What follows belongs to an exercise in optimizing a design on an open flow for small area and a short achievable clock period; a production flow would make more cautious choices. Where RTL was checked, it was by simulation tests only, not by an equivalence proof against the original. Power and IR drop assume default switching activity.

// dsb_router
module dsb_router (
    input  logic                                          clk,
    input  logic                                          rst,
    input  logic [dsb_pkg::COORD_W-1:0]                   lx_i,
    input  logic [dsb_pkg::COORD_W-1:0]                   ly_i,
    input  logic [dsb_pkg::NUM_PORTS-1:0]                 in_req_i,
    input  logic [dsb_pkg::NUM_PORTS*dsb_pkg::FLIT_W-1:0] in_data_i,
    output logic [dsb_pkg::NUM_PORTS-1:0]                 in_ack_o,
    output logic [dsb_pkg::NUM_PORTS-1:0]                 out_req_o,
    output logic [dsb_pkg::NUM_PORTS*dsb_pkg::FLIT_W-1:0] out_data_o,
    input  logic [dsb_pkg::NUM_PORTS-1:0]                 out_ack_i
);
==> module mm_alloc, before the edit <==
module mm_alloc (
    input  logic                                          clk,
    input  logic                                          rst,
    input  logic [dsb_pkg::NUM_PORTS-1:0]                 in_valid_i,
    input  logic [dsb_pkg::NUM_PORTS*dsb_pkg::FLIT_W-1:0] in_flit_i,
    input  logic [dsb_pkg::NUM_PORTS*5-1:0]               in_dest_i,
    output logic [dsb_pkg::NUM_PORTS-1:0]                 in_take_o,
    output logic [dsb_pkg::NUM_PORTS*dsb_pkg::FLIT_W-1:0] mm_flit_o,
    output logic [dsb_pkg::NUM_PORTS*5-1:0]               mm_tv_o,
    output logic [dsb_pkg::NUM_PORTS*5-1:0]               mm_new_o,
    output logic [dsb_pkg::NUM_PORTS-1:0]                 mm_keep_o,
    input  logic [dsb_pkg::NUM_PORTS-1:0]                 mm_take_i
);
    localparam int N = dsb_pkg::NUM_PORTS;
    localparam int W = dsb_pkg::FLIT_W;
    logic [N-1:0][N-1:0] compat;
    logic [N-1:0][N-1:0] arb_gnt;
    logic [N-1:0][N-1:0] final_gnt;
    logic [N-1:0]        mm_push;
    logic [N-1:0][3:0]   mm_occ;
    logic [N-1:0][W-1:0] mm_wdata;
    logic [N-1:0][4:0]   mm_wtype;
    logic [N-1:0][4:0]   mm_tv;
    logic [N-1:0][3:0][W-1:0] mm_mem;
    for (genvar i = 0; i < N; i++) begin : g_in
        assign in_take_o[i] = |final_gnt[i];
        for (genvar j = 0; j < N; j++) begin : g_compat
            assign compat[i][j] = in_valid_i[i] && !mm_occ[j][3] &&
                                  (!mm_occ[j][0] || |(mm_tv[j] & in_dest_i[i*5 +: 5]));
        end
        rr_arbiter u_arb (
            .clk       (clk),
            .rst       (rst),
            .req_i     (compat[i]),
            .advance_i (|final_gnt[i]),
            .gnt_o     (arb_gnt[i])
        );
    end
    always_comb begin
        for (int i = 0; i < N; i++) begin
            for (int j = 0; j < N; j++) begin
                logic lower;
                lower = 1'b0;
                for (int l = 0; l < i; l++) lower = lower | arb_gnt[l][j];
                final_gnt[i][j] = arb_gnt[i][j] & ~lower;
            end
        end
    end
    always_comb begin
        for (int j = 0; j < N; j++) begin
            mm_push[j]  = 1'b0;
            mm_wdata[j] = '0;
            mm_wtype[j] = '0;
            for (int i = 0; i < N; i++) begin
                mm_push[j]  = mm_push[j] | arb_gnt[i][j];
                mm_wdata[j] = mm_wdata[j] | ({W{final_gnt[i][j]}} & in_flit_i[i*W +: W]);
                mm_wtype[j] = mm_wtype[j] | ({5{final_gnt[i][j]}} & in_dest_i[i*5 +: 5]);
            end
        end
    end
    for (genvar j = 0; j < N; j++) begin : g_mm
        logic push;
        logic pop;
        assign push = mm_push[j];
        assign pop  = mm_take_i[j];
        always_ff @(posedge clk or posedge rst) begin
            if (rst) begin
                mm_tv[j] <= '0;
            end else if (!mm_occ[j][0]) begin
                mm_tv[j] <= push ? mm_wtype[j] : '0;
            end else if (pop && !mm_occ[j][1] && !push) begin
                mm_tv[j] <= '0;
            end
        end
        assign mm_new_o[j*5 +: 5] = {5{!mm_occ[j][0] && push}} & mm_wtype[j];
        assign mm_keep_o[j]       = mm_occ[j][1] || push;
        always_ff @(posedge clk or posedge rst) begin
            if (rst) begin
                mm_occ[j] <= 4'b0000;
            end else if (push && !pop) begin
                mm_occ[j] <= {mm_occ[j][2:0], 1'b1};
            end else if (pop && !push) begin
                mm_occ[j] <= {1'b0, mm_occ[j][3:1]};
            end
        end
        for (genvar e = 0; e < 4; e++) begin : g_ent
            logic at_tail;    
            logic last;       
            if (e == 0) begin : g_first
                assign at_tail = !mm_occ[j][0];
            end else begin : g_rest
                assign at_tail = mm_occ[j][e-1] && !mm_occ[j][e];
            end
            if (e == 3) begin : g_top
                assign last = mm_occ[j][3];
            end else begin : g_low
                assign last = mm_occ[j][e] && !mm_occ[j][e+1];
            end
            always_ff @(posedge clk) begin
                if (pop) begin
                    if (e == 3 || last) begin
                        mm_mem[j][e] <= mm_wdata[j];
                    end else begin
                        mm_mem[j][e] <= mm_mem[j][(e+1) % 4];
                    end
                end else if (push && at_tail) begin
                    mm_mem[j][e] <= mm_wdata[j];
                end
            end
        end
        assign mm_flit_o[j*W +: W] = mm_mem[j][0];
        assign mm_tv_o[j*5 +: 5]   = mm_tv[j];
    end
endmodule
==> module output_alloc, before the edit <==
module output_alloc (
    input  logic [dsb_pkg::NUM_PORTS*dsb_pkg::FLIT_W-1:0] mm_flit_i,
    input  logic [dsb_pkg::NUM_PORTS*5-1:0]               mm_tv_i,
    input  logic [dsb_pkg::NUM_PORTS*5-1:0]               mm_new_i,
    input  logic [dsb_pkg::NUM_PORTS-1:0]                 mm_keep_i,
    output logic [dsb_pkg::NUM_PORTS-1:0]                 mm_take_o,
    input  logic                                          clk,
    input  logic                                          rst,
    input  logic [dsb_pkg::NUM_PORTS-1:0]                 ack_i,
    output logic [dsb_pkg::NUM_PORTS-1:0]                 req_o,
    output logic [dsb_pkg::NUM_PORTS*dsb_pkg::FLIT_W-1:0] data_o
);
    localparam int N = dsb_pkg::NUM_PORTS;
    localparam int W = dsb_pkg::FLIT_W;
    logic [N-1:0][N-1:0] gnt_q;
    logic [N-1:0]        adv_q;
    logic [N-1:0]        req_q;
    always_comb begin
        mm_take_o = '0;
        for (int k = 0; k < N; k++) begin
            mm_take_o = mm_take_o | ({N{ack_i[k] & req_q[k]}} & gnt_q[k]);
        end
    end
    for (genvar k = 0; k < N; k++) begin : g_out
        logic [N-1:0] ptr_a;
        logic [N-1:0] req_a;
        logic [N-1:0] gnt_a;
        assign ptr_a = (req_q[k] || adv_q[k]) ? {gnt_q[k][N-2:0], gnt_q[k][N-1]} : gnt_q[k];
        for (genvar j = 0; j < N; j++) begin : g_req
            logic taken;
            assign taken    = req_q[k] && gnt_q[k][j];
            assign req_a[j] = (mm_tv_i[j*5 + k] && (!taken || mm_keep_i[j])) || mm_new_i[j*5 + k];
        end
        always_comb begin
            for (int p = 0; p < N; p++) begin
                logic hit;
                hit = 1'b0;
                for (int s = 0; s < N; s++) begin
                    logic clear;
                    clear = ptr_a[s];
                    for (int q = 0; q < N; q++) begin
                        if (((q - s + N) % N) < ((p - s + N) % N)) begin
                            clear = clear & ~req_a[q];
                        end
                    end
                    hit = hit | clear;
                end
                gnt_a[p] = req_a[p] & hit;
            end
        end
        always_ff @(posedge clk or posedge rst) begin
            if (rst) begin
                gnt_q[k] <= N'(1);
                adv_q[k] <= 1'b0;
                req_q[k] <= 1'b0;
            end else if (!(req_q[k] && !ack_i[k])) begin
                if (|req_a) begin
                    gnt_q[k] <= gnt_a;
                end
                adv_q[k] <= req_q[k] || adv_q[k];
                req_q[k] <= |req_a;
            end
        end
        assign req_o[k] = req_q[k];
        always_comb begin
            data_o[k*W +: W] = '0;
            for (int j = 0; j < N; j++) begin
                data_o[k*W +: W] = data_o[k*W +: W] | ({W{gnt_q[k][j]}} & mm_flit_i[j*W +: W]);
            end
        end
    end
endmodule
Settings: LEC_CHECK=0, ABC_AREA=1, CAP_MARGIN=20, CELL_PAD_IN_SITES_DETAIL_PLACEMENT=1, CELL_PAD_IN_SITES_GLOBAL_PLACEMENT=1, CORE_MARGIN=2, CORE_UTILIZATION=45, CTS_CLUSTER_DIAMETER=100, CTS_CLUSTER_SIZE=30, PLACE_DENSITY=0.6, SETUP_SLACK_MARGIN=4.5, SLEW_MARGIN=20; clock period 8.0 ns.
run.sh (not shown) runs the stock make flow with config.mk's settings and CLKGATE_MAP_FILE= SYNTH_SCRIPT=/design/flow/synth_recipe.tcl, a recipe that flattens the netlist after the stock synthesis.
The first run ran to the end with no violations.
==> next run, changes <==
--- a/flow/design.v
+++ b/flow/design.v
@@ -234,13 +234,13 @@
                 mm_tv[j] <= push ? mm_wtype[j] : '0;
             end else if (pop && !mm_occ[j][1] && !push) begin
                 mm_tv[j] <= '0;
             end
         end
         assign mm_new_o[j*5 +: 5] = {5{!mm_occ[j][0] && push}} & mm_wtype[j];
-        assign mm_keep_o[j]       = mm_occ[j][1] || push;
+        assign mm_keep_o[j]       = mm_occ[j][1] || (mm_occ[j][0] && (!pop || push));
         always_ff @(posedge clk or posedge rst) begin
             if (rst) begin
                 mm_occ[j] <= 4'b0000;
             end else if (push && !pop) begin
                 mm_occ[j] <= {mm_occ[j][2:0], 1'b1};
             end else if (pop && !push) begin
@@ -298,49 +298,49 @@
         mm_take_o = '0;
         for (int k = 0; k < N; k++) begin
             mm_take_o = mm_take_o | ({N{ack_i[k] & req_q[k]}} & gnt_q[k]);
         end
     end
     for (genvar k = 0; k < N; k++) begin : g_out
-        logic [N-1:0] ptr_a;
-        logic [N-1:0] req_a;
-        logic [N-1:0] gnt_a;
-        assign ptr_a = (req_q[k] || adv_q[k]) ? {gnt_q[k][N-2:0], gnt_q[k][N-1]} : gnt_q[k];
+        logic [N-1:0] ptr_n;
+        logic [N-1:0] req_n;
+        logic [N-1:0] gnt_n;
+        logic         adv;
+        assign adv   = req_q[k] ? ack_i[k] : adv_q[k];
+        assign ptr_n = adv ? {gnt_q[k][N-2:0], gnt_q[k][N-1]} : gnt_q[k];
         for (genvar j = 0; j < N; j++) begin : g_req
-            logic taken;
-            assign taken    = req_q[k] && gnt_q[k][j];
-            assign req_a[j] = (mm_tv_i[j*5 + k] && (!taken || mm_keep_i[j])) || mm_new_i[j*5 + k];
+            assign req_n[j] = (mm_tv_i[j*5 + k] && mm_keep_i[j]) || mm_new_i[j*5 + k];
         end
         always_comb begin
             for (int p = 0; p < N; p++) begin
                 logic hit;
                 hit = 1'b0;
                 for (int s = 0; s < N; s++) begin
                     logic clear;
-                    clear = ptr_a[s];
+                    clear = ptr_n[s];
                     for (int q = 0; q < N; q++) begin
                         if (((q - s + N) % N) < ((p - s + N) % N)) begin
-                            clear = clear & ~req_a[q];
+                            clear = clear & ~req_n[q];
                         end
                     end
                     hit = hit | clear;
                 end
-                gnt_a[p] = req_a[p] & hit;
+                gnt_n[p] = req_n[p] & hit;
             end
         end
         always_ff @(posedge clk or posedge rst) begin
             if (rst) begin
                 gnt_q[k] <= N'(1);
                 adv_q[k] <= 1'b0;
                 req_q[k] <= 1'b0;
-            end else if (!(req_q[k] && !ack_i[k])) begin
-                if (|req_a) begin
-                    gnt_q[k] <= gnt_a;
+            end else begin
+                if (|req_n) begin
+                    gnt_q[k] <= gnt_n;
                 end
-                adv_q[k] <= req_q[k] || adv_q[k];
-                req_q[k] <= |req_a;
+                adv_q[k] <= adv;
+                req_q[k] <= |req_n;
             end
         end
         assign req_o[k] = req_q[k];
         always_comb begin
             data_o[k*W +: W] = '0;
             for (int j = 0; j < N; j++) begin
What happened: The new run produced a clean layout; core utilization decreases by 0.80 points; register-to-register slack is better by 0.03 ns; area after synthesis decreases by 0.72%; die area decreases by about 0.7%; via count decreases by 3.0%; hold slack is better by 0.039 ns; clock skew stays flat; clock power decreases by about 5%; setup slack is better by 0.18 ns; power decreases by 2.0%; non-clock buffer count increases by 3.
The RTL of the second run of this note was laid out without a check of its function.

separate check: timing with driven ports:
Ports are ideal in the flow. The routed layouts listed here were re-timed in OpenROAD. Step 1 assumes that a clkbuf_16 drives the clock port and a buf_2 every other input. Step 2, shift: input delay + t, output delay - t, t = (earliest + latest rising clock arrival at the registers) / 2. This alone moves slack from input paths to output paths. Three values: ideal ports, drivers, drivers and shift; two values: the first two.
run	t (ns)	slack for setup (ns)	worst slew at a driven data input, ns
the first run	0.720	4.223 / 4.150 / 3.902	0.08
the second run	0.697	4.401 / 4.328 / 3.904	0.10
After both steps setup and hold are still met in every run listed. The setup slack of the second run, which loses most, moves by -0.073 ns with the drivers and by -0.497 ns with both steps.
